Background: an optimization exercise with open tools, aiming at small area. Do not read the settings as production practice. Only simulation tests tie the RTL to the original design; equivalence was not proved. No activity file was given, so power comes from the tool's default toggle rates.

Design reg_bank_shadowed, start of the top module:
module reg_bank_shadowed
#(
    parameter int unsigned DATA_WIDTH   = 16,
    parameter int unsigned RO_DEPTH     = 128,
    parameter int unsigned RW_DEPTH     = 128,
    parameter int unsigned RO_CH        = 4,
    parameter int unsigned DP_CH        = 4,
    parameter int unsigned COMMIT_MODE  = 0,
    parameter int unsigned RW_RESET_VAL = 0
) (
    input  logic                        clk,
    input  logic                        rst,
    input  logic [$clog2(RO_DEPTH + RW_DEPTH)-1:0] mem_addr,
    input  logic [DATA_WIDTH-1:0]       mem_data_in,
    input  logic                        mem_we,
    input  logic                        mem_re,
    output logic [DATA_WIDTH-1:0]       mem_data_out,
    output logic                        mem_rvalid,
    output logic                        mem_err,
    input  logic [RO_CH*DATA_WIDTH-1:0] ro_in,
    input  logic                        commit_req,
    input  logic                        frame_start,
    output logic                        commit_pending,
    output logic                        commit_done,
    output logic [DP_CH*DATA_WIDTH-1:0] dp_out
);
Size in the first run: roughly 7200 cells after synthesis, roughly 2100 flip-flops, roughly 180 I/O pins.
clock: 4.5 ns
lec_check: 0
cap_margin: 10
core_margin: 2
core_utilization: 55
cts_buf_list: sky130_fd_sc_hd__clkbuf_8
cts_cluster_diameter: 40
cts_cluster_size: 15
gpl_timing_driven: 0
setup_slack_margin: 0.4
slew_margin: 10
synth_hierarchical: 1
standard.sh (not shown) runs the stock make flow with config.mk's settings and CLKGATE_MAP_FILE= SYNTH_SCRIPT=/design/flow/synth_recipe.tcl, a recipe that flattens the netlist after the stock synthesis.
==> flow/flow/run.sh <==
#!/bin/bash
# Standard layout, with two ORFS options the settings list does not
# expose: drop the buffers ABC inserted before placement, and build the
# clock tree without dummy loads; after global routing, downsize gates
# off the critical paths (ORFS power recovery).
cp standard.sh standard_copy.txt
cp config.mk config_copy.txt
export REMOVE_ABC_BUFFERS=1
export RECOVER_POWER=50
export CTS_ARGS="-sink_clustering_enable -repair_clock_nets -sink_clustering_size 15 -sink_clustering_max_diameter 40 -buf_list sky130_fd_sc_hd__clkbuf_8 -dont_use_dummy_load"
bash standard.sh > standard.log 2>&1
The starting point finished with capacitance limit, slew limit, setup timing left.
Then changed:
==> flow/flow/run.sh (replaced) <==
#!/bin/bash
# Standard layout, with two ORFS options the settings list does not
# expose: drop the buffers ABC inserted before placement, and build the
# clock tree without dummy loads.
cp standard.sh standard_copy.txt
cp config.mk config_copy.txt
export REMOVE_ABC_BUFFERS=1
export CTS_ARGS="-sink_clustering_enable -repair_clock_nets -sink_clustering_size 15 -sink_clustering_max_diameter 40 -buf_list sky130_fd_sc_hd__clkbuf_8 -dont_use_dummy_load"
bash standard.sh > standard.log 2>&1
--- a/flow/config.mk
+++ b/flow/config.mk
@@ -6,5 +6,5 @@
 export NUM_CORES = 4
 export LEC_CHECK = 0
-export CAP_MARGIN = 10
+export CAP_MARGIN = 20
 export CORE_MARGIN = 2
 export CORE_UTILIZATION = 55
@@ -14,4 +14,4 @@
 export GPL_TIMING_DRIVEN = 0
 export SETUP_SLACK_MARGIN = 0.4
-export SLEW_MARGIN = 10
+export SLEW_MARGIN = 20
 export SYNTH_HIERARCHICAL = 1
Outcome: The changed run completed with no timing, DRC or antenna violations; final area goes up by 1.1%; register-to-register slack improves by 0.92 ns; power increases by 0.78%; synthesized area does not change; sequential power stays flat; wire length decreases by 0.36%; die area is unchanged.
Then changed:
--- a/flow/config.mk
+++ b/flow/config.mk
@@ -8,10 +8,10 @@
 export CAP_MARGIN = 20
 export CORE_MARGIN = 2
-export CORE_UTILIZATION = 55
+export CORE_UTILIZATION = 60
 export CTS_BUF_LIST = sky130_fd_sc_hd__clkbuf_8
 export CTS_CLUSTER_DIAMETER = 40
 export CTS_CLUSTER_SIZE = 15
 export GPL_TIMING_DRIVEN = 0
-export SETUP_SLACK_MARGIN = 0.4
+export SETUP_SLACK_MARGIN = 0.6
 export SLEW_MARGIN = 20
 export SYNTH_HIERARCHICAL = 1
Outcome: Worst setup slack gains 0.14 ns; non-clock buffer count rose by 18; maximum frequency rose by 3.3%; first-iteration DRC count rose by 10%; via count rose by 2.3%; cell area stays flat.
Then changed:
--- a/flow/config.mk
+++ b/flow/config.mk
@@ -6,12 +6,12 @@
 export NUM_CORES = 4
 export LEC_CHECK = 0
-export CAP_MARGIN = 20
+export CAP_MARGIN = 10
 export CORE_MARGIN = 2
-export CORE_UTILIZATION = 60
+export CORE_UTILIZATION = 55
 export CTS_BUF_LIST = sky130_fd_sc_hd__clkbuf_8
 export CTS_CLUSTER_DIAMETER = 40
 export CTS_CLUSTER_SIZE = 15
 export GPL_TIMING_DRIVEN = 0
-export SETUP_SLACK_MARGIN = 0.6
-export SLEW_MARGIN = 20
+export SETUP_SLACK_MARGIN = 0.4
+export SLEW_MARGIN = 10
 export SYNTH_HIERARCHICAL = 1
=> Clock skew increases by 0.0044 ns; synthesized cell count is unchanged; final cell count rose by 1.7%; die area goes up by 9.0%; worst hold slack got worse by 0.054 ns.
Then changed:
==> flow/flow/run.sh (replaced) <==
#!/bin/bash
# Standard layout, with ORFS options the settings list does not expose:
# drop the buffers ABC inserted before placement, keep none of the
# buffers timing-driven global placement tries out, and build the clock
# tree without dummy loads.
export REMOVE_ABC_BUFFERS=1
export GPL_KEEP_OVERFLOW=0
export CTS_ARGS="-sink_clustering_enable -repair_clock_nets -sink_clustering_size 15 -sink_clustering_max_diameter 40 -buf_list sky130_fd_sc_hd__clkbuf_8 -dont_use_dummy_load"
bash standard.sh > standard.log 2>&1
==> flow/config.mk (replaced) <==
export PLATFORM = sky130hd
export DESIGN_NAME = reg_bank_shadowed
export DESIGN_NICKNAME = reg_bank_shadowed
export VERILOG_FILES = /design/flow/design.v
export SDC_FILE = /design/flow/constraint.sdc
export NUM_CORES = 4
export LEC_CHECK = 0
export CAP_MARGIN = 20
export CORE_MARGIN = 2
export CORE_UTILIZATION = 60
export CTS_BUF_LIST = sky130_fd_sc_hd__clkbuf_8
export CTS_CLUSTER_DIAMETER = 40
export CTS_CLUSTER_SIZE = 15
export GPL_TIMING_DRIVEN = 1
export SETUP_SLACK_MARGIN = 0.3
export SLEW_MARGIN = 20
export SYNTH_HIERARCHICAL = 1
What happened: The new run completed, yet does not pass: setup timing. Final area hardly moves. Wire length increases by 2.7%. Clock power is about the same. Non-clock buffer count climbs by 6.
Then changed:
==> flow/flow/run.sh (replaced) <==
#!/bin/bash
# Standard layout, with two ORFS options the settings list does not
# expose: drop the buffers ABC inserted before placement, and build the
# clock tree without dummy loads.
cp standard.sh standard_copy.txt
cp config.mk config_copy.txt
export REMOVE_ABC_BUFFERS=1
export CTS_ARGS="-sink_clustering_enable -repair_clock_nets -sink_clustering_size 15 -sink_clustering_max_diameter 40 -buf_list sky130_fd_sc_hd__clkbuf_8 -dont_use_dummy_load"
bash standard.sh > standard.log 2>&1
==> flow/config.mk (replaced) <==
export PLATFORM = sky130hd
export DESIGN_NAME = reg_bank_shadowed
export DESIGN_NICKNAME = reg_bank_shadowed
export VERILOG_FILES = /design/flow/design.v
export SDC_FILE = /design/flow/constraint.sdc
export NUM_CORES = 4
export LEC_CHECK = 0
export CAP_MARGIN = 0
export CORE_MARGIN = 2
export CORE_UTILIZATION = 55
export CTS_BUF_LIST = sky130_fd_sc_hd__clkbuf_8
export CTS_CLUSTER_DIAMETER = 40
export CTS_CLUSTER_SIZE = 15
export GPL_TIMING_DRIVEN = 0
export SETUP_SLACK_MARGIN = 0.5
export SLEW_MARGIN = 0
export SYNTH_HIERARCHICAL = 1
Effect:
- The changed run produced a layout that fails on capacitance limit, slew limit
- routed wire length falls by 3.0%
- synthesized cell count does not change
- first-iteration DRC count shrinks by 13%
- final cell count climbs by 1.5%
- worst setup slack improves by 0.30 ns

==> what the ideal ports hide <==
The results above use ideal ports. As a check the final layouts listed here were re-extracted and re-timed, cells and wires unchanged. Step 1: set_driving_cell puts a clkbuf_16 on clk and a buf_2 on each other input, an assumption about the parent block. Step 2 also shifts input and output timing later by t, the mid clock arrival at the registers, as if the neighbouring blocks saw the same clock. Three values: ideal, step 1, step 2; two values: the first two.
run | t, ns | setup slack, ns | clock arrival spread, ns | pins driven straight from the clock port
the first run | 1.073 | -0.088 / -0.125 / -1.198 | 0.117 / 0.118 | 1
the second run | 1.047 | 0.173 / 0.190 / -0.857 | 0.122 / 0.122 | 1
the third run | 1.053 | 0.312 / 0.336 / -0.717 | 0.098 / 0.098 | 1
the fourth run | 1.066 | 0.173 / 0.195 / -0.870 | 0.113 / 0.113 | 1
the fifth run | 1.063 | -0.189 / -0.146 / -1.209 | 0.102 / 0.101 | 1
the sixth run | 1.043 | 0.107 / 0.135 / -0.908 | 0.117 / 0.118 | 1
The setup slack of the first run, which loses most, moves by -0.037 ns with the drivers and by -1.110 ns with both steps.
